Background: an optimization exercise with open tools, aiming at small area, a short achievable clock period and few clock cycles. Do not read the settings as production practice. For this run, only the layout was checked, not whether the RTL still works. No activity file was given, so power comes from the tool's default toggle rates.

### flow/design.v
module conv_rescaler #(
    parameter int NB_PIXEL = 19,
    parameter int NB_COUNT = 32,
    parameter int NB_OUT   = 8,
    parameter int NB_FRAC  = 16
) (
    input  logic                clock,
    input  logic                reset,
    input  logic                i_extremesValid,
    input  logic [NB_PIXEL-1:0] i_maxValue,
    input  logic [NB_PIXEL-1:0] i_minValue,
    input  logic [NB_COUNT-1:0] i_imageSize,
    input  logic                i_valid,
    input  logic [NB_PIXEL-1:0] i_convValue,
    output logic                o_ready,
    output logic [NB_OUT-1:0]   o_pixel,
    output logic                o_valid,
    output logic                o_endSignal
);
    localparam int NB_R     = NB_PIXEL;
    localparam int NB_SCALE = NB_OUT + NB_FRAC;           
    localparam int NB_POS   = $clog2(NB_SCALE);           
    localparam int LC       = 10;                         
    localparam logic [NB_SCALE-1:0] DIVIDEND = {{NB_OUT{1'b1}}, {NB_FRAC{1'b0}}};
    logic                 init_q, div_q, run_q;
    logic                 v0_q, l0_q, v1_q, l1_q, v2_q, l2_q, v3_q, e3_q;
    logic [NB_PIXEL-1:0]  c_q;        
    logic [NB_PIXEL-1:0]  min_q;
    logic [NB_R-1:0]      range_q;
    logic [NB_COUNT-1:0]  count_q;    
    logic [NB_SCALE-1:0]  scale_q;
    logic [NB_POS-1:0]    pos_q;
    logic [NB_R-1:0]      w_q;        
    logic [NB_SCALE-1:LC] psa_q, psb_q;
    logic                 pc_q;
    logic [NB_OUT-1:0]    pixel_q;
    logic idle, accept, last_acc, lone_end, start;
    logic [NB_PIXEL:0]    delta;      
    logic                 d_neg, d_big, span_ok;
    logic [NB_R-1:0]      d_clamp;
    logic [NB_R:0]        rem_shift, rem_sub;
    logic [NB_R-1:0]      rem_next;
    logic                 q_bit;
    logic [4:0]           blen;       
    logic [NB_POS-1:0]    pos_init;
    logic [NB_R-1:0]      rem_init;
    logic [NB_SCALE-1:0]  ra, rb;
    logic [LC-1:0]        lo_sum;
    logic                 lo_c;
    logic [NB_SCALE-LC-1:0] hi_sum;
    logic                 hi_c, big_c, sub_c;
    logic [NB_COUNT-1:0]  count_dec;
    logic [NB_COUNT:0]    zb;         
    assign idle     = !(init_q || div_q || run_q);
    assign accept   = i_valid && run_q;
    assign last_acc = accept && (count_q == NB_COUNT'(1));
    assign start    = idle && i_extremesValid;
    assign lone_end = start && (i_imageSize == '0);
    cr_add #(NB_PIXEL + 1) u_delta (
        .a({c_q[NB_PIXEL-1], c_q}), .b(~{min_q[NB_PIXEL-1], min_q}), .ci(1'b1),
        .s(delta), .co());
    assign d_neg   = delta[NB_PIXEL];
    assign span_ok = !d_neg && (delta[NB_PIXEL-1:0] != '0);
    cr_add #(NB_R) u_big (.a(range_q), .b(~delta[NB_R-1:0]), .ci(1'b1), .s(), .co(big_c));
    assign d_big   = !big_c;
    always_comb begin
        d_clamp = delta[NB_R-1:0];
        if (d_neg)
            d_clamp = '0;
        else if (d_big)
            d_clamp = range_q;
    end
    always_comb begin
        blen = 5'd0;
        for (int i = 0; i < NB_R; i++)
            if (delta[i]) blen = 5'(i + 1);
    end
    assign pos_init = NB_POS'(NB_SCALE - int'(blen));
    assign rem_init = NB_R'(DIVIDEND >> (NB_SCALE + 1 - int'(blen)));
    assign rem_shift = {w_q, (pos_q >= NB_POS'(NB_FRAC))};
    cr_add #(NB_R + 1) u_div (.a(rem_shift), .b(~{1'b0, range_q}), .ci(1'b1), .s(rem_sub), .co(sub_c));
    assign q_bit     = sub_c;
    assign rem_next  = q_bit ? rem_sub[NB_R-1:0] : rem_shift[NB_R-1:0];
    always_comb begin
        zb[0] = 1'b1;
        for (int i = 0; i < NB_COUNT; i++)
            zb[i+1] = zb[i] && !count_q[i];
    end
    assign count_dec = count_q ^ zb[NB_COUNT-1:0];
    cr_mul u_mul (.a(scale_q), .b(w_q), .ra(ra), .rb(rb));
    cr_add #(LC) u_lo (.a(ra[LC-1:0]), .b(rb[LC-1:0]), .ci(1'b0), .s(lo_sum), .co(lo_c));
    cr_add #(NB_SCALE - LC) u_hi (.a(psa_q), .b(psb_q), .ci(pc_q), .s(hi_sum), .co(hi_c));
    always_ff @(posedge clock or negedge reset) begin
        if (!reset) begin
            init_q <= 1'b0;
            div_q  <= 1'b0;
            run_q  <= 1'b0;
            v0_q   <= 1'b0;
            l0_q   <= 1'b0;
            v1_q   <= 1'b0;
            l1_q   <= 1'b0;
            v2_q   <= 1'b0;
            l2_q   <= 1'b0;
            v3_q   <= 1'b0;
            e3_q   <= 1'b0;
        end else begin
            init_q <= start && !lone_end;
            div_q  <= (init_q && span_ok) || (div_q && (pos_q != '0));
            run_q  <= (init_q && !span_ok) || (div_q && (pos_q == '0)) || (run_q && !last_acc);
            v0_q   <= accept;
            l0_q   <= last_acc;
            v1_q   <= v0_q;
            l1_q   <= l0_q;
            v2_q   <= v1_q;
            l2_q   <= v1_q && l1_q;
            v3_q   <= v2_q;
            e3_q   <= l2_q || lone_end;
        end
    end
    always_ff @(posedge clock) begin
        c_q <= idle ? i_maxValue : i_convValue;
        if (idle) begin
            min_q   <= i_minValue;
            count_q <= i_imageSize;
        end else if (accept) begin
            count_q <= count_dec;
        end
        if (init_q)
            range_q <= delta[NB_R-1:0];
        if (init_q)
            scale_q <= '0;
        else if (div_q)
            scale_q <= {scale_q[NB_SCALE-2:0], q_bit};
        if (init_q)
            pos_q <= pos_init;
        else
            pos_q <= pos_q - NB_POS'(1);
        if (init_q)
            w_q <= rem_init;
        else if (div_q)
            w_q <= rem_next;
        else
            w_q <= d_clamp;
        psa_q   <= ra[NB_SCALE-1:LC];
        psb_q   <= rb[NB_SCALE-1:LC];
        pc_q    <= lo_c;
        pixel_q <= hi_sum[NB_SCALE-LC-1:NB_FRAC-LC];
    end
    assign o_ready     = run_q;
    assign o_pixel     = pixel_q;
    assign o_valid     = v3_q;
    assign o_endSignal = e3_q;
endmodule
module cr_add #(
    parameter int W = 8
) (
    input  logic [W-1:0] a,
    input  logic [W-1:0] b,
    input  logic         ci,
    output logic [W-1:0] s,
    output logic         co
);
    localparam int L = $clog2(W + 1);
    localparam int N = 1 << L;
    logic [N-1:0] g, p, x;
    always_comb begin
        x = '0;
        g = '0;
        p = '0;
        x[W-1:0] = a ^ b;
        g[W-1:0] = a & b;
        p[W-1:0] = x[W-1:0];
        g[0] = g[0] | (p[0] & ci);
        for (int d = 0; d < L; d++)
            for (int i = (2 << d) - 1; i < N; i += (2 << d)) begin
                g[i] = g[i] | (p[i] & g[i - (1 << d)]);
                p[i] = p[i] & p[i - (1 << d)];
            end
        for (int d = L - 2; d >= 0; d--)
            for (int i = 3 * (1 << d) - 1; i < N; i += (2 << d)) begin
                g[i] = g[i] | (p[i] & g[i - (1 << d)]);
                p[i] = p[i] & p[i - (1 << d)];
            end
        s[0] = x[0] ^ ci;
        for (int i = 1; i < W; i++)
            s[i] = x[i] ^ g[i - 1];
        co = g[W - 1];
    end
endmodule
module cr_mul (input logic [23:0] a, input logic [18:0] b, output logic [23:0] ra, output logic [23:0] rb);
wire one0;
wire two0;
wire neg0;
wire pp1;
wire pp2;
wire pp3;
wire pp4;
wire pp5;
wire pp6;
wire pp7;
wire pp8;
wire pp9;
wire pp10;
wire pp11;
wire pp12;
wire pp13;
wire pp14;
wire pp15;
wire pp16;
wire pp17;
wire pp18;
wire pp19;
wire pp20;
wire pp21;
wire pp22;
wire pp23;
wire pp24;
wire one1;
wire two1;
wire neg1;
wire pp25;
wire pp26;
wire pp27;
wire pp28;
wire pp29;
wire pp30;
wire pp31;
wire pp32;
wire pp33;
wire pp34;
wire pp35;
wire pp36;
wire pp37;
wire pp38;
wire pp39;
wire pp40;
wire pp41;
wire pp42;
wire pp43;
wire pp44;
wire pp45;
wire pp46;
wire one2;
wire two2;
wire neg2;
wire pp47;
wire pp48;
wire pp49;
wire pp50;
wire pp51;
wire pp52;
wire pp53;
wire pp54;
wire pp55;
wire pp56;
wire pp57;
wire pp58;
wire pp59;
wire pp60;
wire pp61;
wire pp62;
wire pp63;
wire pp64;
wire pp65;
wire pp66;
wire one3;
wire two3;
wire neg3;
wire pp67;
wire pp68;
wire pp69;
wire pp70;
wire pp71;
wire pp72;
wire pp73;
wire pp74;
wire pp75;
wire pp76;
wire pp77;
wire pp78;
wire pp79;
wire pp80;
wire pp81;
wire pp82;
wire pp83;
wire pp84;
wire one4;
wire two4;
wire neg4;
wire pp85;
wire pp86;
wire pp87;
wire pp88;
wire pp89;
wire pp90;
wire pp91;
wire pp92;
wire pp93;
wire pp94;
wire pp95;
wire pp96;
wire pp97;
wire pp98;
wire pp99;
wire pp100;
wire one5;
wire two5;
wire neg5;
wire pp101;
wire pp102;
wire pp103;
wire pp104;
wire pp105;
wire pp106;
wire pp107;
wire pp108;
wire pp109;
wire pp110;
wire pp111;
wire pp112;
wire pp113;
wire pp114;
wire one6;
wire two6;
wire neg6;
wire pp115;
wire pp116;
wire pp117;
wire pp118;
wire pp119;
wire pp120;
wire pp121;
wire pp122;
wire pp123;
wire pp124;
wire pp125;
wire pp126;
wire one7;
wire two7;
wire neg7;
wire pp127;
wire pp128;
wire pp129;
wire pp130;
wire pp131;
wire pp132;
wire pp133;
wire pp134;
wire pp135;
wire pp136;
wire one8;
wire two8;
wire neg8;
wire pp137;
wire pp138;
wire pp139;
wire pp140;
wire pp141;
wire pp142;
wire pp143;
wire pp144;
wire one9;
wire two9;
wire neg9;
wire pp145;
wire pp146;
wire pp147;
wire pp148;
wire pp149;
wire pp150;
wire s151;
wire c152;
wire s153;
wire c154;
wire s155;
wire c156;
wire s157;
wire c158;
wire s159;
wire c160;
wire s161;
wire c162;
wire s163;
wire c164;
wire s165;
wire c166;
wire s167;
wire c168;
wire s169;
wire c170;
wire s171;
wire c172;
wire s173;
wire c174;
wire s175;
wire c176;
wire s177;
wire c178;
wire s179;
wire c180;
wire s181;
wire c182;
wire s183;
wire c184;
wire s185;
wire c186;
wire s187;
wire c188;
wire s189;
wire c190;
wire s191;
wire c192;
wire s193;
wire c194;
wire s195;
wire c196;
wire s197;
wire c198;
wire s199;
wire c200;
wire s201;
wire c202;
wire s203;
wire c204;
wire s205;
wire c206;
wire s207;
wire c208;
wire s209;
wire c210;
wire s211;
wire c212;
wire s213;
wire c214;
wire s215;
wire c216;
wire s217;
wire c218;
wire s219;
wire c220;
wire s221;
wire c222;
wire s223;
wire c224;
wire s225;
wire c226;
wire s227;
wire c228;
wire s229;
wire c230;
wire s231;
wire c232;
wire s233;
wire c234;
wire s235;
wire c236;
wire s237;
wire c238;
wire s239;
wire c240;
wire s241;
wire c242;
wire s243;
wire c244;
wire s245;
wire c246;
wire s247;
wire c248;
wire s249;
wire c250;
wire s251;
wire c252;
wire s253;
wire c254;
wire s255;
wire c256;
wire s257;
wire c258;
wire s259;
wire c260;
wire s261;
wire c262;
wire s263;
wire c264;
wire s265;
wire c266;
wire s267;
wire c268;
wire s269;
wire c270;
wire s271;
wire c272;
wire s273;
wire c274;
wire s275;
wire c276;
wire s277;
wire c278;
wire s279;
wire c280;
wire s281;
wire c282;
wire s283;
wire c284;
wire s285;
wire c286;
wire s287;
wire c288;
wire s289;
wire c290;
wire s291;
wire c292;
wire s293;
wire c294;
wire s295;
wire c296;
wire s297;
wire c298;
wire s299;
wire c300;
wire s301;
wire c302;
wire s303;
wire c304;
wire s305;
wire c306;
wire s307;
wire c308;
wire s309;
wire c310;
wire s311;
wire c312;
wire s313;
wire c314;
wire s315;
wire c316;
wire s317;
wire c318;
wire s319;
wire c320;
wire s321;
wire c322;
wire s323;
wire c324;
wire s325;
wire c326;
wire s327;
wire c328;
wire s329;
wire c330;
wire s331;
wire c332;
wire s333;
wire c334;
wire s335;
wire c336;
wire s337;
wire c338;
wire s339;
wire c340;
wire s341;
wire c342;
wire s343;
wire c344;
wire s345;
wire c346;
wire s347;
wire c348;
wire s349;
wire c350;
wire s351;
wire c352;
wire s353;
wire c354;
wire s355;
wire c356;
wire s357;
wire c358;
wire s359;
wire c360;
wire s361;
wire c362;
wire s363;
wire c364;
wire s365;
wire c366;
wire s367;
wire c368;
wire s369;
wire c370;
wire s371;
wire c372;
wire s373;
wire c374;
wire s375;
wire c376;
wire s377;
wire c378;
wire s379;
wire c380;
wire s381;
wire c382;
wire s383;
wire c384;
wire s385;
wire c386;
wire s387;
wire c388;
wire s389;
wire c390;
assign one0 = b[0] ^ 1'b0;
assign two0 = (b[1] & ~b[0] & ~1'b0) | (~b[1] & b[0] & 1'b0);
assign neg0 = b[1];
assign pp1 = ((one0 & a[0])) ^ neg0;
assign pp2 = ((one0 & a[1]) | (two0 & a[0])) ^ neg0;
assign pp3 = ((one0 & a[2]) | (two0 & a[1])) ^ neg0;
assign pp4 = ((one0 & a[3]) | (two0 & a[2])) ^ neg0;
assign pp5 = ((one0 & a[4]) | (two0 & a[3])) ^ neg0;
assign pp6 = ((one0 & a[5]) | (two0 & a[4])) ^ neg0;
assign pp7 = ((one0 & a[6]) | (two0 & a[5])) ^ neg0;
assign pp8 = ((one0 & a[7]) | (two0 & a[6])) ^ neg0;
assign pp9 = ((one0 & a[8]) | (two0 & a[7])) ^ neg0;
assign pp10 = ((one0 & a[9]) | (two0 & a[8])) ^ neg0;
assign pp11 = ((one0 & a[10]) | (two0 & a[9])) ^ neg0;
assign pp12 = ((one0 & a[11]) | (two0 & a[10])) ^ neg0;
assign pp13 = ((one0 & a[12]) | (two0 & a[11])) ^ neg0;
assign pp14 = ((one0 & a[13]) | (two0 & a[12])) ^ neg0;
assign pp15 = ((one0 & a[14]) | (two0 & a[13])) ^ neg0;
assign pp16 = ((one0 & a[15]) | (two0 & a[14])) ^ neg0;
assign pp17 = ((one0 & a[16]) | (two0 & a[15])) ^ neg0;
assign pp18 = ((one0 & a[17]) | (two0 & a[16])) ^ neg0;
assign pp19 = ((one0 & a[18]) | (two0 & a[17])) ^ neg0;
assign pp20 = ((one0 & a[19]) | (two0 & a[18])) ^ neg0;
assign pp21 = ((one0 & a[20]) | (two0 & a[19])) ^ neg0;
assign pp22 = ((one0 & a[21]) | (two0 & a[20])) ^ neg0;
assign pp23 = ((one0 & a[22]) | (two0 & a[21])) ^ neg0;
assign pp24 = ((one0 & a[23]) | (two0 & a[22])) ^ neg0;
assign one1 = b[2] ^ b[1];
assign two1 = (b[3] & ~b[2] & ~b[1]) | (~b[3] & b[2] & b[1]);
assign neg1 = b[3];
assign pp25 = ((one1 & a[0])) ^ neg1;
assign pp26 = ((one1 & a[1]) | (two1 & a[0])) ^ neg1;
assign pp27 = ((one1 & a[2]) | (two1 & a[1])) ^ neg1;
assign pp28 = ((one1 & a[3]) | (two1 & a[2])) ^ neg1;
assign pp29 = ((one1 & a[4]) | (two1 & a[3])) ^ neg1;
assign pp30 = ((one1 & a[5]) | (two1 & a[4])) ^ neg1;
assign pp31 = ((one1 & a[6]) | (two1 & a[5])) ^ neg1;
assign pp32 = ((one1 & a[7]) | (two1 & a[6])) ^ neg1;
assign pp33 = ((one1 & a[8]) | (two1 & a[7])) ^ neg1;
assign pp34 = ((one1 & a[9]) | (two1 & a[8])) ^ neg1;
assign pp35 = ((one1 & a[10]) | (two1 & a[9])) ^ neg1;
assign pp36 = ((one1 & a[11]) | (two1 & a[10])) ^ neg1;
assign pp37 = ((one1 & a[12]) | (two1 & a[11])) ^ neg1;
assign pp38 = ((one1 & a[13]) | (two1 & a[12])) ^ neg1;
assign pp39 = ((one1 & a[14]) | (two1 & a[13])) ^ neg1;
assign pp40 = ((one1 & a[15]) | (two1 & a[14])) ^ neg1;
assign pp41 = ((one1 & a[16]) | (two1 & a[15])) ^ neg1;
assign pp42 = ((one1 & a[17]) | (two1 & a[16])) ^ neg1;
assign pp43 = ((one1 & a[18]) | (two1 & a[17])) ^ neg1;
assign pp44 = ((one1 & a[19]) | (two1 & a[18])) ^ neg1;
assign pp45 = ((one1 & a[20]) | (two1 & a[19])) ^ neg1;
assign pp46 = ((one1 & a[21]) | (two1 & a[20])) ^ neg1;
assign one2 = b[4] ^ b[3];
assign two2 = (b[5] & ~b[4] & ~b[3]) | (~b[5] & b[4] & b[3]);
assign neg2 = b[5];
assign pp47 = ((one2 & a[0])) ^ neg2;
assign pp48 = ((one2 & a[1]) | (two2 & a[0])) ^ neg2;
assign pp49 = ((one2 & a[2]) | (two2 & a[1])) ^ neg2;
assign pp50 = ((one2 & a[3]) | (two2 & a[2])) ^ neg2;
assign pp51 = ((one2 & a[4]) | (two2 & a[3])) ^ neg2;
assign pp52 = ((one2 & a[5]) | (two2 & a[4])) ^ neg2;
assign pp53 = ((one2 & a[6]) | (two2 & a[5])) ^ neg2;
assign pp54 = ((one2 & a[7]) | (two2 & a[6])) ^ neg2;
assign pp55 = ((one2 & a[8]) | (two2 & a[7])) ^ neg2;
assign pp56 = ((one2 & a[9]) | (two2 & a[8])) ^ neg2;
assign pp57 = ((one2 & a[10]) | (two2 & a[9])) ^ neg2;
assign pp58 = ((one2 & a[11]) | (two2 & a[10])) ^ neg2;
assign pp59 = ((one2 & a[12]) | (two2 & a[11])) ^ neg2;
assign pp60 = ((one2 & a[13]) | (two2 & a[12])) ^ neg2;
assign pp61 = ((one2 & a[14]) | (two2 & a[13])) ^ neg2;
assign pp62 = ((one2 & a[15]) | (two2 & a[14])) ^ neg2;
assign pp63 = ((one2 & a[16]) | (two2 & a[15])) ^ neg2;
assign pp64 = ((one2 & a[17]) | (two2 & a[16])) ^ neg2;
assign pp65 = ((one2 & a[18]) | (two2 & a[17])) ^ neg2;
assign pp66 = ((one2 & a[19]) | (two2 & a[18])) ^ neg2;
assign one3 = b[6] ^ b[5];
assign two3 = (b[7] & ~b[6] & ~b[5]) | (~b[7] & b[6] & b[5]);
assign neg3 = b[7];
assign pp67 = ((one3 & a[0])) ^ neg3;
assign pp68 = ((one3 & a[1]) | (two3 & a[0])) ^ neg3;
assign pp69 = ((one3 & a[2]) | (two3 & a[1])) ^ neg3;
assign pp70 = ((one3 & a[3]) | (two3 & a[2])) ^ neg3;
assign pp71 = ((one3 & a[4]) | (two3 & a[3])) ^ neg3;
assign pp72 = ((one3 & a[5]) | (two3 & a[4])) ^ neg3;
assign pp73 = ((one3 & a[6]) | (two3 & a[5])) ^ neg3;
assign pp74 = ((one3 & a[7]) | (two3 & a[6])) ^ neg3;
assign pp75 = ((one3 & a[8]) | (two3 & a[7])) ^ neg3;
assign pp76 = ((one3 & a[9]) | (two3 & a[8])) ^ neg3;
assign pp77 = ((one3 & a[10]) | (two3 & a[9])) ^ neg3;
assign pp78 = ((one3 & a[11]) | (two3 & a[10])) ^ neg3;
assign pp79 = ((one3 & a[12]) | (two3 & a[11])) ^ neg3;
assign pp80 = ((one3 & a[13]) | (two3 & a[12])) ^ neg3;
assign pp81 = ((one3 & a[14]) | (two3 & a[13])) ^ neg3;
assign pp82 = ((one3 & a[15]) | (two3 & a[14])) ^ neg3;
assign pp83 = ((one3 & a[16]) | (two3 & a[15])) ^ neg3;
assign pp84 = ((one3 & a[17]) | (two3 & a[16])) ^ neg3;
assign one4 = b[8] ^ b[7];
assign two4 = (b[9] & ~b[8] & ~b[7]) | (~b[9] & b[8] & b[7]);
assign neg4 = b[9];
assign pp85 = ((one4 & a[0])) ^ neg4;
assign pp86 = ((one4 & a[1]) | (two4 & a[0])) ^ neg4;
assign pp87 = ((one4 & a[2]) | (two4 & a[1])) ^ neg4;
assign pp88 = ((one4 & a[3]) | (two4 & a[2])) ^ neg4;
assign pp89 = ((one4 & a[4]) | (two4 & a[3])) ^ neg4;
assign pp90 = ((one4 & a[5]) | (two4 & a[4])) ^ neg4;
assign pp91 = ((one4 & a[6]) | (two4 & a[5])) ^ neg4;
assign pp92 = ((one4 & a[7]) | (two4 & a[6])) ^ neg4;
assign pp93 = ((one4 & a[8]) | (two4 & a[7])) ^ neg4;
assign pp94 = ((one4 & a[9]) | (two4 & a[8])) ^ neg4;
assign pp95 = ((one4 & a[10]) | (two4 & a[9])) ^ neg4;
assign pp96 = ((one4 & a[11]) | (two4 & a[10])) ^ neg4;
assign pp97 = ((one4 & a[12]) | (two4 & a[11])) ^ neg4;
assign pp98 = ((one4 & a[13]) | (two4 & a[12])) ^ neg4;
assign pp99 = ((one4 & a[14]) | (two4 & a[13])) ^ neg4;
assign pp100 = ((one4 & a[15]) | (two4 & a[14])) ^ neg4;
assign one5 = b[10] ^ b[9];
assign two5 = (b[11] & ~b[10] & ~b[9]) | (~b[11] & b[10] & b[9]);
assign neg5 = b[11];
assign pp101 = ((one5 & a[0])) ^ neg5;
assign pp102 = ((one5 & a[1]) | (two5 & a[0])) ^ neg5;
assign pp103 = ((one5 & a[2]) | (two5 & a[1])) ^ neg5;
assign pp104 = ((one5 & a[3]) | (two5 & a[2])) ^ neg5;
assign pp105 = ((one5 & a[4]) | (two5 & a[3])) ^ neg5;
assign pp106 = ((one5 & a[5]) | (two5 & a[4])) ^ neg5;
assign pp107 = ((one5 & a[6]) | (two5 & a[5])) ^ neg5;
assign pp108 = ((one5 & a[7]) | (two5 & a[6])) ^ neg5;
assign pp109 = ((one5 & a[8]) | (two5 & a[7])) ^ neg5;
assign pp110 = ((one5 & a[9]) | (two5 & a[8])) ^ neg5;
assign pp111 = ((one5 & a[10]) | (two5 & a[9])) ^ neg5;
assign pp112 = ((one5 & a[11]) | (two5 & a[10])) ^ neg5;
assign pp113 = ((one5 & a[12]) | (two5 & a[11])) ^ neg5;
assign pp114 = ((one5 & a[13]) | (two5 & a[12])) ^ neg5;
assign one6 = b[12] ^ b[11];
assign two6 = (b[13] & ~b[12] & ~b[11]) | (~b[13] & b[12] & b[11]);
assign neg6 = b[13];
assign pp115 = ((one6 & a[0])) ^ neg6;
assign pp116 = ((one6 & a[1]) | (two6 & a[0])) ^ neg6;
assign pp117 = ((one6 & a[2]) | (two6 & a[1])) ^ neg6;
assign pp118 = ((one6 & a[3]) | (two6 & a[2])) ^ neg6;
assign pp119 = ((one6 & a[4]) | (two6 & a[3])) ^ neg6;
assign pp120 = ((one6 & a[5]) | (two6 & a[4])) ^ neg6;
assign pp121 = ((one6 & a[6]) | (two6 & a[5])) ^ neg6;
assign pp122 = ((one6 & a[7]) | (two6 & a[6])) ^ neg6;
assign pp123 = ((one6 & a[8]) | (two6 & a[7])) ^ neg6;
assign pp124 = ((one6 & a[9]) | (two6 & a[8])) ^ neg6;
assign pp125 = ((one6 & a[10]) | (two6 & a[9])) ^ neg6;
assign pp126 = ((one6 & a[11]) | (two6 & a[10])) ^ neg6;
assign one7 = b[14] ^ b[13];
assign two7 = (b[15] & ~b[14] & ~b[13]) | (~b[15] & b[14] & b[13]);
assign neg7 = b[15];
assign pp127 = ((one7 & a[0])) ^ neg7;
assign pp128 = ((one7 & a[1]) | (two7 & a[0])) ^ neg7;
assign pp129 = ((one7 & a[2]) | (two7 & a[1])) ^ neg7;
assign pp130 = ((one7 & a[3]) | (two7 & a[2])) ^ neg7;
assign pp131 = ((one7 & a[4]) | (two7 & a[3])) ^ neg7;
assign pp132 = ((one7 & a[5]) | (two7 & a[4])) ^ neg7;
assign pp133 = ((one7 & a[6]) | (two7 & a[5])) ^ neg7;
assign pp134 = ((one7 & a[7]) | (two7 & a[6])) ^ neg7;
assign pp135 = ((one7 & a[8]) | (two7 & a[7])) ^ neg7;
assign pp136 = ((one7 & a[9]) | (two7 & a[8])) ^ neg7;
assign one8 = b[16] ^ b[15];
assign two8 = (b[17] & ~b[16] & ~b[15]) | (~b[17] & b[16] & b[15]);
assign neg8 = b[17];
assign pp137 = ((one8 & a[0])) ^ neg8;
assign pp138 = ((one8 & a[1]) | (two8 & a[0])) ^ neg8;
assign pp139 = ((one8 & a[2]) | (two8 & a[1])) ^ neg8;
assign pp140 = ((one8 & a[3]) | (two8 & a[2])) ^ neg8;
assign pp141 = ((one8 & a[4]) | (two8 & a[3])) ^ neg8;
assign pp142 = ((one8 & a[5]) | (two8 & a[4])) ^ neg8;
assign pp143 = ((one8 & a[6]) | (two8 & a[5])) ^ neg8;
assign pp144 = ((one8 & a[7]) | (two8 & a[6])) ^ neg8;
assign one9 = b[18] ^ b[17];
assign two9 = (1'b0 & ~b[18] & ~b[17]) | (~1'b0 & b[18] & b[17]);
assign neg9 = 1'b0;
assign pp145 = (one9 & a[0]);
assign pp146 = (one9 & a[1]) | (two9 & a[0]);
assign pp147 = (one9 & a[2]) | (two9 & a[1]);
assign pp148 = (one9 & a[3]) | (two9 & a[2]);
assign pp149 = (one9 & a[4]) | (two9 & a[3]);
assign pp150 = (one9 & a[5]) | (two9 & a[4]);
assign s151 = pp17 ^ pp39;
assign c152 = pp17 & pp39;
assign s153 = pp18 ^ pp40;
assign c154 = pp18 & pp40;
assign s155 = pp19 ^ pp41 ^ pp61;
assign c156 = (pp19 & pp41) | (pp19 & pp61) | (pp41 & pp61);
assign s157 = pp20 ^ pp42 ^ pp62;
assign c158 = (pp20 & pp42) | (pp20 & pp62) | (pp42 & pp62);
assign s159 = pp21 ^ pp43 ^ pp63;
assign c160 = (pp21 & pp43) | (pp21 & pp63) | (pp43 & pp63);
assign s161 = pp22 ^ pp44 ^ pp64;
assign c162 = (pp22 & pp44) | (pp22 & pp64) | (pp44 & pp64);
assign s163 = pp23 ^ pp45 ^ pp65;
assign c164 = (pp23 & pp45) | (pp23 & pp65) | (pp45 & pp65);
assign s165 = pp24 ^ pp46 ^ pp66;
assign c166 = (pp24 & pp46) | (pp24 & pp66) | (pp46 & pp66);
assign s167 = pp11 ^ pp33;
assign c168 = pp11 & pp33;
assign s169 = pp12 ^ pp34;
assign c170 = pp12 & pp34;
assign s171 = pp13 ^ pp35 ^ pp55;
assign c172 = (pp13 & pp35) | (pp13 & pp55) | (pp35 & pp55);
assign s173 = pp73 ^ pp89;
assign c174 = pp73 & pp89;
assign s175 = pp14 ^ pp36 ^ pp56;
assign c176 = (pp14 & pp36) | (pp14 & pp56) | (pp36 & pp56);
assign s177 = pp74 ^ pp90;
assign c178 = pp74 & pp90;
assign s179 = pp15 ^ pp37 ^ pp57;
assign c180 = (pp15 & pp37) | (pp15 & pp57) | (pp37 & pp57);
assign s181 = pp75 ^ pp91 ^ pp105;
assign c182 = (pp75 & pp91) | (pp75 & pp105) | (pp91 & pp105);
assign s183 = pp117 ^ pp127;
assign c184 = pp117 & pp127;
assign s185 = pp16 ^ pp38 ^ pp58;
assign c186 = (pp16 & pp38) | (pp16 & pp58) | (pp38 & pp58);
assign s187 = pp76 ^ pp92 ^ pp106;
assign c188 = (pp76 & pp92) | (pp76 & pp106) | (pp92 & pp106);
assign s189 = pp118 ^ pp128;
assign c190 = pp118 & pp128;
assign s191 = pp59 ^ pp77 ^ pp93;
assign c192 = (pp59 & pp77) | (pp59 & pp93) | (pp77 & pp93);
assign s193 = pp107 ^ pp119 ^ pp129;
assign c194 = (pp107 & pp119) | (pp107 & pp129) | (pp119 & pp129);
assign s195 = pp137 ^ neg8 ^ s151;
assign c196 = (pp137 & neg8) | (pp137 & s151) | (neg8 & s151);
assign s197 = pp60 ^ pp78 ^ pp94;
assign c198 = (pp60 & pp78) | (pp60 & pp94) | (pp78 & pp94);
assign s199 = pp108 ^ pp120 ^ pp130;
assign c200 = (pp108 & pp120) | (pp108 & pp130) | (pp120 & pp130);
assign s201 = pp138 ^ s153 ^ c152;
assign c202 = (pp138 & s153) | (pp138 & c152) | (s153 & c152);
assign s203 = pp79 ^ pp95 ^ pp109;
assign c204 = (pp79 & pp95) | (pp79 & pp109) | (pp95 & pp109);
assign s205 = pp121 ^ pp131 ^ pp139;
assign c206 = (pp121 & pp131) | (pp121 & pp139) | (pp131 & pp139);
assign s207 = pp145 ^ s155 ^ c154;
assign c208 = (pp145 & s155) | (pp145 & c154) | (s155 & c154);
assign s209 = pp80 ^ pp96 ^ pp110;
assign c210 = (pp80 & pp96) | (pp80 & pp110) | (pp96 & pp110);
assign s211 = pp122 ^ pp132 ^ pp140;
assign c212 = (pp122 & pp132) | (pp122 & pp140) | (pp132 & pp140);
assign s213 = pp146 ^ s157 ^ c156;
assign c214 = (pp146 & s157) | (pp146 & c156) | (s157 & c156);
assign s215 = pp81 ^ pp97 ^ pp111;
assign c216 = (pp81 & pp97) | (pp81 & pp111) | (pp97 & pp111);
assign s217 = pp123 ^ pp133 ^ pp141;
assign c218 = (pp123 & pp133) | (pp123 & pp141) | (pp133 & pp141);
assign s219 = pp147 ^ s159 ^ c158;
assign c220 = (pp147 & s159) | (pp147 & c158) | (s159 & c158);
assign s221 = pp82 ^ pp98 ^ pp112;
assign c222 = (pp82 & pp98) | (pp82 & pp112) | (pp98 & pp112);
assign s223 = pp124 ^ pp134 ^ pp142;
assign c224 = (pp124 & pp134) | (pp124 & pp142) | (pp134 & pp142);
assign s225 = pp148 ^ s161 ^ c160;
assign c226 = (pp148 & s161) | (pp148 & c160) | (s161 & c160);
assign s227 = pp83 ^ pp99 ^ pp113;
assign c228 = (pp83 & pp99) | (pp83 & pp113) | (pp99 & pp113);
assign s229 = pp125 ^ pp135 ^ pp143;
assign c230 = (pp125 & pp135) | (pp125 & pp143) | (pp135 & pp143);
assign s231 = pp149 ^ s163 ^ c162;
assign c232 = (pp149 & s163) | (pp149 & c162) | (s163 & c162);
assign s233 = pp84 ^ pp100 ^ pp114;
assign c234 = (pp84 & pp100) | (pp84 & pp114) | (pp100 & pp114);
assign s235 = pp126 ^ pp136 ^ pp144;
assign c236 = (pp126 & pp136) | (pp126 & pp144) | (pp136 & pp144);
assign s237 = pp150 ^ s165 ^ c164;
assign c238 = (pp150 & s165) | (pp150 & c164) | (s165 & c164);
assign s239 = pp7 ^ pp29;
assign c240 = pp7 & pp29;
assign s241 = pp8 ^ pp30;
assign c242 = pp8 & pp30;
assign s243 = pp9 ^ pp31 ^ pp51;
assign c244 = (pp9 & pp31) | (pp9 & pp51) | (pp31 & pp51);
assign s245 = pp69 ^ pp85;
assign c246 = pp69 & pp85;
assign s247 = pp10 ^ pp32 ^ pp52;
assign c248 = (pp10 & pp32) | (pp10 & pp52) | (pp32 & pp52);
assign s249 = pp70 ^ pp86;
assign c250 = pp70 & pp86;
assign s251 = pp53 ^ pp71 ^ pp87;
assign c252 = (pp53 & pp71) | (pp53 & pp87) | (pp71 & pp87);
assign s253 = pp101 ^ neg5 ^ s167;
assign c254 = (pp101 & neg5) | (pp101 & s167) | (neg5 & s167);
assign s255 = pp54 ^ pp72 ^ pp88;
assign c256 = (pp54 & pp72) | (pp54 & pp88) | (pp72 & pp88);
assign s257 = pp102 ^ s169 ^ c168;
assign c258 = (pp102 & s169) | (pp102 & c168) | (s169 & c168);
assign s259 = pp103 ^ pp115 ^ neg6;
assign c260 = (pp103 & pp115) | (pp103 & neg6) | (pp115 & neg6);
assign s261 = s171 ^ s173 ^ c170;
assign c262 = (s171 & s173) | (s171 & c170) | (s173 & c170);
assign s263 = pp104 ^ pp116 ^ s175;
assign c264 = (pp104 & pp116) | (pp104 & s175) | (pp116 & s175);
assign s265 = s177 ^ c172 ^ c174;
assign c266 = (s177 & c172) | (s177 & c174) | (c172 & c174);
assign s267 = neg7 ^ s179 ^ s181;
assign c268 = (neg7 & s179) | (neg7 & s181) | (s179 & s181);
assign s269 = s183 ^ c176 ^ c178;
assign c270 = (s183 & c176) | (s183 & c178) | (c176 & c178);
assign s271 = s185 ^ s187 ^ s189;
assign c272 = (s185 & s187) | (s185 & s189) | (s187 & s189);
assign s273 = c180 ^ c182 ^ c184;
assign c274 = (c180 & c182) | (c180 & c184) | (c182 & c184);
assign s275 = s191 ^ s193 ^ s195;
assign c276 = (s191 & s193) | (s191 & s195) | (s193 & s195);
assign s277 = c186 ^ c188 ^ c190;
assign c278 = (c186 & c188) | (c186 & c190) | (c188 & c190);
assign s279 = s197 ^ s199 ^ s201;
assign c280 = (s197 & s199) | (s197 & s201) | (s199 & s201);
assign s281 = c192 ^ c194 ^ c196;
assign c282 = (c192 & c194) | (c192 & c196) | (c194 & c196);
assign s283 = s203 ^ s205 ^ s207;
assign c284 = (s203 & s205) | (s203 & s207) | (s205 & s207);
assign s285 = c198 ^ c200 ^ c202;
assign c286 = (c198 & c200) | (c198 & c202) | (c200 & c202);
assign s287 = s209 ^ s211 ^ s213;
assign c288 = (s209 & s211) | (s209 & s213) | (s211 & s213);
assign s289 = c204 ^ c206 ^ c208;
assign c290 = (c204 & c206) | (c204 & c208) | (c206 & c208);
assign s291 = s215 ^ s217 ^ s219;
assign c292 = (s215 & s217) | (s215 & s219) | (s217 & s219);
assign s293 = c210 ^ c212 ^ c214;
assign c294 = (c210 & c212) | (c210 & c214) | (c212 & c214);
assign s295 = s221 ^ s223 ^ s225;
assign c296 = (s221 & s223) | (s221 & s225) | (s223 & s225);
assign s297 = c216 ^ c218 ^ c220;
assign c298 = (c216 & c218) | (c216 & c220) | (c218 & c220);
assign s299 = s227 ^ s229 ^ s231;
assign c300 = (s227 & s229) | (s227 & s231) | (s229 & s231);
assign s301 = c222 ^ c224 ^ c226;
assign c302 = (c222 & c224) | (c222 & c226) | (c224 & c226);
assign s303 = s233 ^ s235 ^ s237;
assign c304 = (s233 & s235) | (s233 & s237) | (s235 & s237);
assign s305 = c228 ^ c230 ^ c232;
assign c306 = (c228 & c230) | (c228 & c232) | (c230 & c232);
assign s307 = pp5 ^ pp27;
assign c308 = pp5 & pp27;
assign s309 = pp6 ^ pp28;
assign c310 = pp6 & pp28;
assign s311 = pp49 ^ pp67 ^ neg3;
assign c312 = (pp49 & pp67) | (pp49 & neg3) | (pp67 & neg3);
assign s313 = pp50 ^ pp68 ^ s241;
assign c314 = (pp50 & pp68) | (pp50 & s241) | (pp68 & s241);
assign s315 = neg4 ^ s243 ^ s245;
assign c316 = (neg4 & s243) | (neg4 & s245) | (s243 & s245);
assign s317 = s247 ^ s249 ^ c244;
assign c318 = (s247 & s249) | (s247 & c244) | (s249 & c244);
assign s319 = s251 ^ s253 ^ c248;
assign c320 = (s251 & s253) | (s251 & c248) | (s253 & c248);
assign s321 = s255 ^ s257 ^ c252;
assign c322 = (s255 & s257) | (s255 & c252) | (s257 & c252);
assign s323 = s259 ^ s261 ^ c256;
assign c324 = (s259 & s261) | (s259 & c256) | (s261 & c256);
assign s325 = s263 ^ s265 ^ c260;
assign c326 = (s263 & s265) | (s263 & c260) | (s265 & c260);
assign s327 = s267 ^ s269 ^ c264;
assign c328 = (s267 & s269) | (s267 & c264) | (s269 & c264);
assign s329 = s271 ^ s273 ^ c268;
assign c330 = (s271 & s273) | (s271 & c268) | (s273 & c268);
assign s331 = s275 ^ s277 ^ c272;
assign c332 = (s275 & s277) | (s275 & c272) | (s277 & c272);
assign s333 = s279 ^ s281 ^ c276;
assign c334 = (s279 & s281) | (s279 & c276) | (s281 & c276);
assign s335 = s283 ^ s285 ^ c280;
assign c336 = (s283 & s285) | (s283 & c280) | (s285 & c280);
assign s337 = s287 ^ s289 ^ c284;
assign c338 = (s287 & s289) | (s287 & c284) | (s289 & c284);
assign s339 = s291 ^ s293 ^ c288;
assign c340 = (s291 & s293) | (s291 & c288) | (s293 & c288);
assign s341 = s295 ^ s297 ^ c292;
assign c342 = (s295 & s297) | (s295 & c292) | (s297 & c292);
assign s343 = s299 ^ s301 ^ c296;
assign c344 = (s299 & s301) | (s299 & c296) | (s301 & c296);
assign s345 = s303 ^ s305 ^ c300;
assign c346 = (s303 & s305) | (s303 & c300) | (s305 & c300);
assign s347 = pp3 ^ pp25;
assign c348 = pp3 & pp25;
assign s349 = pp4 ^ pp26;
assign c350 = pp4 & pp26;
assign s351 = pp47 ^ neg2 ^ s307;
assign c352 = (pp47 & neg2) | (pp47 & s307) | (neg2 & s307);
assign s353 = pp48 ^ s309 ^ c308;
assign c354 = (pp48 & s309) | (pp48 & c308) | (s309 & c308);
assign s355 = s239 ^ s311 ^ c310;
assign c356 = (s239 & s311) | (s239 & c310) | (s311 & c310);
assign s357 = c240 ^ s313 ^ c312;
assign c358 = (c240 & s313) | (c240 & c312) | (s313 & c312);
assign s359 = c242 ^ s315 ^ c314;
assign c360 = (c242 & s315) | (c242 & c314) | (s315 & c314);
assign s361 = c246 ^ s317 ^ c316;
assign c362 = (c246 & s317) | (c246 & c316) | (s317 & c316);
assign s363 = c250 ^ s319 ^ c318;
assign c364 = (c250 & s319) | (c250 & c318) | (s319 & c318);
assign s365 = c254 ^ s321 ^ c320;
assign c366 = (c254 & s321) | (c254 & c320) | (s321 & c320);
assign s367 = c258 ^ s323 ^ c322;
assign c368 = (c258 & s323) | (c258 & c322) | (s323 & c322);
assign s369 = c262 ^ s325 ^ c324;
assign c370 = (c262 & s325) | (c262 & c324) | (s325 & c324);
assign s371 = c266 ^ s327 ^ c326;
assign c372 = (c266 & s327) | (c266 & c326) | (s327 & c326);
assign s373 = c270 ^ s329 ^ c328;
assign c374 = (c270 & s329) | (c270 & c328) | (s329 & c328);
assign s375 = c274 ^ s331 ^ c330;
assign c376 = (c274 & s331) | (c274 & c330) | (s331 & c330);
assign s377 = c278 ^ s333 ^ c332;
assign c378 = (c278 & s333) | (c278 & c332) | (s333 & c332);
assign s379 = c282 ^ s335 ^ c334;
assign c380 = (c282 & s335) | (c282 & c334) | (s335 & c334);
assign s381 = c286 ^ s337 ^ c336;
assign c382 = (c286 & s337) | (c286 & c336) | (s337 & c336);
assign s383 = c290 ^ s339 ^ c338;
assign c384 = (c290 & s339) | (c290 & c338) | (s339 & c338);
assign s385 = c294 ^ s341 ^ c340;
assign c386 = (c294 & s341) | (c294 & c340) | (s341 & c340);
assign s387 = c298 ^ s343 ^ c342;
assign c388 = (c298 & s343) | (c298 & c342) | (s343 & c342);
assign s389 = c302 ^ s345 ^ c344;
assign c390 = (c302 & s345) | (c302 & c344) | (s345 & c344);
assign ra = {s389, s387, s385, s383, s381, s379, s377, s375, s373, s371, s369, s367, s365, s363, s361, s359, s357, s355, s353, s351, s349, neg1, pp2, pp1};
assign rb = {c388, c386, c384, c382, c380, c378, c376, c374, c372, c370, c368, c366, c364, c362, c360, c358, c356, c354, c352, c350, c348, s347, 1'b0, neg0};
endmodule
### flow/run.sh
#!/bin/bash
# synth_recipe.tcl (not shown) runs the flow's synth.tcl, then flattens the netlist and writes it again
# the make line also repeats each setting of config.mk as NAME=value (left out here)
make -C /OpenROAD-flow-scripts/flow DESIGN_CONFIG=/design/flow/config.mk WORK_HOME=/design/flow/orfs CLKGATE_MAP_FILE= SYNTH_SCRIPT=/design/flow/synth_recipe.tcl finish
### flow/config.mk
export PLATFORM = sky130hd
export DESIGN_NAME = conv_rescaler
export DESIGN_NICKNAME = conv_rescaler
export VERILOG_FILES = /design/flow/design.v
export SDC_FILE = /design/flow/constraint.sdc
export NUM_CORES = 4
export LEC_CHECK = 0
export ABC_CLOCK_PERIOD_IN_PS = 4000
export CAP_MARGIN = 20
export CORE_MARGIN = 2
export CORE_UTILIZATION = 40
export SETUP_SLACK_MARGIN = 5
export SLEW_MARGIN = 20
### flow/constraint.sdc
create_clock -name core_clock -period 9.0 [get_ports {clock}]
set_input_delay 1.8000 -clock core_clock [delete_from_list [all_inputs] [get_ports {clock}]]
set_output_delay 1.8000 -clock core_clock [all_outputs]
set_load 0.01 [all_outputs]
==> run summary <==
[kinds of logic after synthesis]
logic type               count (synthesis)
AND/OR/NAND/NOR                        555
AO/OA/AOI/OAI                          499
buffers and inverters                  343
adder cells (fa/ha/maj)                238
flip-flops                             185
multiplexers                            77
XOR/XNOR                                72
[cell type report]
cell class              instances  share of cell area [%]
multi-input cells            1444                    58.7
well taps                     532                    3.19
clock buffers                  19                    2.17
flip-flops and latches        185                    21.5
clock inverters                13                   0.594
inverters                     184                    3.37
repair buffers                231                    10.5
[power groups by stage]
stage | sequential [uW] | combinational, uW | clock (uW)
after floorplan | 1060 | 917 | 0
after global placement | 1060 | 1250 | 0
after detailed placement | 1060 | 1280 | 0
after CTS | 1050 | 1400 | 790
after global routing | 1060 | 1650 | 818
final | 1050 | 1440 | 767
[cells in the mapped netlist, drive strengths merged, types with 6 or more instances]
cell type,n,area [um2]
nand2b,9,56.3
nand2,308,1160
o21a,9,67.6
o21ai,100,512
nor2,146,551
a21oi,150,751
edfxtp,70,2100
a211oi,13,97.6
xnor2,48,473
xor2,23,209
nor4,21,168
fa,114,2280
dfxtp,104,2080
a221oi,44,385
o221ai,7,61.3
dfrtp,11,275
mux2i,68,681
a22oi,85,638
nand3,12,60.1
a21o,20,150
nand4,6,37.5
nor3,9,45.0
mux2,9,101
inv,183,687
clkbuf,135,507
or3,8,50.1
a22o,12,105
o2111ai,7,61.3
a31oi,9,56.3
and2,22,138
ha,124,1550
buf,24,103
[timing repair]
item                                   4_1_cts  5_1_grt
resized for setup                          129       71
setup endpoints to repair                   62       57
hold buffers                                 0        0
endpoints found under the hold margin        0        0
pin swaps                                   58       50
cloned                                       6        0
buffers inserted                            59       33
[cell usage in the layout, fill, tap and decap left out, drive strengths merged, types with 7 or more instances in the layout]
master / synthesis / final
a22oi: 85 / 85
clkdlybuf4s50: 0 / 103
nand2b: 9 / 9
a31oi: 9 / 9
a21oi: 150 / 151
o21ai: 100 / 100
or3: 8 / 8
mux2: 9 / 9
o2111ai: 7 / 7
dfxtp: 104 / 104
nor4: 21 / 21
fa: 114 / 114
buf: 24 / 126
nor3: 9 / 9
xnor2: 48 / 48
clkbuf: 135 / 19
a221oi: 44 / 44
a211oi: 13 / 13
o221ai: 7 / 7
dfrtp: 11 / 11
nand2: 308 / 308
a22o: 12 / 12
a21o: 20 / 20
ha: 124 / 124
nor2: 146 / 146
inv: 183 / 192
xor2: 23 / 23
mux2i: 68 / 68
edfxtp: 70 / 70
o21a: 9 / 9
and2: 22 / 24
nand3: 12 / 12
[flip-flops by register name, summed over array words and instances, names as in the netlist, 5 cells and up]
signal and flops:
count_q 32, psa_q 14, min_q 19, scale_q 24
pos_q 5, range_q 19, psb_q 14, c_q 19
pixel_q 8, w_q 19
[through the flow]
stage	area [um2]	power, uW
final	20900	3260
after global routing	20900	3520
after CTS	20300	3240
after detailed placement	18700	2350
after global placement	18700	2310
after floorplan	17400	1970
[worst max-delay path, delay by kind of cell, from the launching register on]
family	cells	cell delay, ps
AOI/OAI and AO/OA	1	70
xor gates and xnor gates	1	110
adders and majority gates	30	4610
buffers and inverters	1	50
DFF	1	350
[final timing paths]
check | to | cells past startpoint
hold reg to reg | l1_q | 0
max in group asynchronous | init_q | 1
min in group asynchronous | e3_q | 1
hold / removal | l1_q | 0
setup / recovery | count_q[31] | 33
setup reg to reg | count_q[31] | 33
[layer usage]
metal	up-vias	GRT usage [%]
li1	6984	-
met1	7140	27.2
met2	567	38.2
met3	127	3.74
met4	0	11.0
met5	-	0
==> impl_metrics.py <==
metrics = {
    "status": {
        "outcome": "no timing/DRC/antenna violations",
    },
    "floorplanning": {
        "fp-row-count": 74,
        "io_pins": 104,
        "die_y_um": 209,
        "fp.dieW_um": 209,
        "start_util_pct": 40.7,
        "dieArea_um2": 43500,
        "core_um2": 41100,
    },
    "worst_setup_path": {
        "cp_common_cell": "ha_4",
        "timing_worst_setup_path_type": "flop to flop",
        "reg2reg_setup_slack_ps": 3510,
        "endpoint_kind": "flop",
        "cp.arrival_ps": 5730,
        "critPathLaunch": "count_q[0]",
        "required_ps": 9240,
        "crit_path_max_fanout": 2,
        "cp-start-kind": "flop",
        "r2r-start": "count_q[0]",
        "crit_slowest_cell": "edfxtp_1",
        "max_stage_delay_ps": 350,
    },
    "cells_and_area": {
        "nNetsFinal": 2394,
        "area_growth_pct": 24.6,
        "seqCellArea_um2": 4480,
        "antenna_cells": 0,
        "fin_util_pct": 50.8,
        "fill_cells": 3792,
        "multi_input_area_um2": 12300,
        "drive_gt1_share_pct": 17.7,
        "stdcell_count": 2608,
    },
    "routing": {
        "wl_met1_um": 19900,
        "top_layer_used": "met4",
        "via_per_inst": 5.68,
        "drt_iter0_drc": 1030,
        "num_vias": 14800,
        "route.detailed.drc": 0,
        "drt_pass1_iterations": 6,
        "wl_um": 48400,
        "antenna_left": 0,
        "wl_met2_um": 23600,
        "wl_met3_um": 2790,
        "wl_per_cell_um": 18.6,
    },
    "power_and_ir_drop": {
        "p_int_uw": 2030,
        "pwr-share-clk_pct": 23.6,
        "seqPwrFrac_pct": 32.1,
        "power_density_nw_per_um2": 156,
        "vdd_drop_max_v": 0.000159,
        "p_comb_share_pct": 44.3,
        "power_leakage_uw": 0.00820,
        "swShare_pct": 37.6,
        "power.switching_uw": 1230,
    },
    "clock_network": {
        "clkTransAtPathRegs_ps": 80,
        "cts_buffers": 17,
        "clockBufferDepth": 2,
        "root_buffer": "clkbuf_16",
        "clk_latency_ps": 500,
        "cts.sinks": 185,
        "h-tree-depth": 4,
        "cts_tree": "done",
    },
    "timing": {
        "rsz0062_at_grt": "yes",
        "max_freq_mhz": 182,
        "worstMarginPinSlew_ps": 923,
        "setup_tns_ps": 0,
        "setup_violations": 0,
        "period_needed_ps": 5490,
        "drv_slew": 0,
        "finalHoldViolCount": 0,
        "skew_ps": 8.42,
        "slew-limit-headroom_pct": 38.5,
        "timing.final.crit_share_pct": 61.0,
        "holdWs_ps": 352,
        "setup_ws_ps": 3510,
    },
    "synthesis": {
        "ys_ff_latch": 185,
        "syn_area_um2": 16700,
        "avgSynthCellArea_um2": 8.50,
        "yosys.area_share.xor_xnor_pct": 4.21,
        "yosys_warnings": 5,
        "synthFlopType": "dfxtp_1",
        "async_flop_share_pct": 5.95,
        "yosys.area_share.adder_pct": 22.9,
        "synth-seq-area-share_pct": 26.6,
        "synth_cell_type_count": 78,
        "syn_inst": 1969,
        "yosys.area_share.simple_pct": 14.1,
        "synth_edf_count": 70,
        "synth_nets": 2300,
        "synth_mux_area_share_pct": 4.67,
        "synth_top_family_by_area": "adder cells",
        "synth-compound-area-share_pct": 19.7,
    },
    "place": {
        "place_congestion": 0.862,
        "port_buffers": 103,
        "place_inst": 2478,
        "dpl.hpwl_um": 32300,
        "pre_cts_slack_ps": 3420,
    },
    "grt": {
        "grt_usage_pct": 22.3,
        "globalRoute.totalOverflow": 0,
        "first_global_vias": 14700,
        "grt_max_degree": 54,
        "grt_pass1_wl_um": 76900,
        "antenna_found_initial": 0,
    },
    "min_path": {
        "hold_class": "flop to flop",
        "min_from": "l0_q",
    },
    "run": {
        "cap_violations": 0,
    },
}

## separate check: timing with driven ports
Ports are ideal in the flow. The routed layout listed here was re-timed in OpenROAD. Step 1 (the two cells are an assumption about what drives the block):
set clk [get_ports {clock}]
set_driving_cell -lib_cell sky130_fd_sc_hd__clkbuf_16 $clk
set_driving_cell -lib_cell sky130_fd_sc_hd__buf_2 [delete_from_list [all_inputs] $clk]
Step 2 times the ports against the registers' clock, not the clock port: input delays grow and output delays shrink by t, the midpoint of the rising clock arrivals with the driver on. Slacks: no drivers / after step 1 / after step 2; pairs: no drivers / after step 1.
shift t [ns]: 0.544
setup WS [ns]: 3.510 / 3.510 / 3.510
worst setup path after step 2: register to register
slew at the worst register clock pin (ns): 0.08 / 0.08
worst slew at a driven data input, ns: 0.06
After both steps this run still meets setup and hold. The setup slack of this run moves by 0.000 ns with the drivers and by 0.000 ns with both steps.
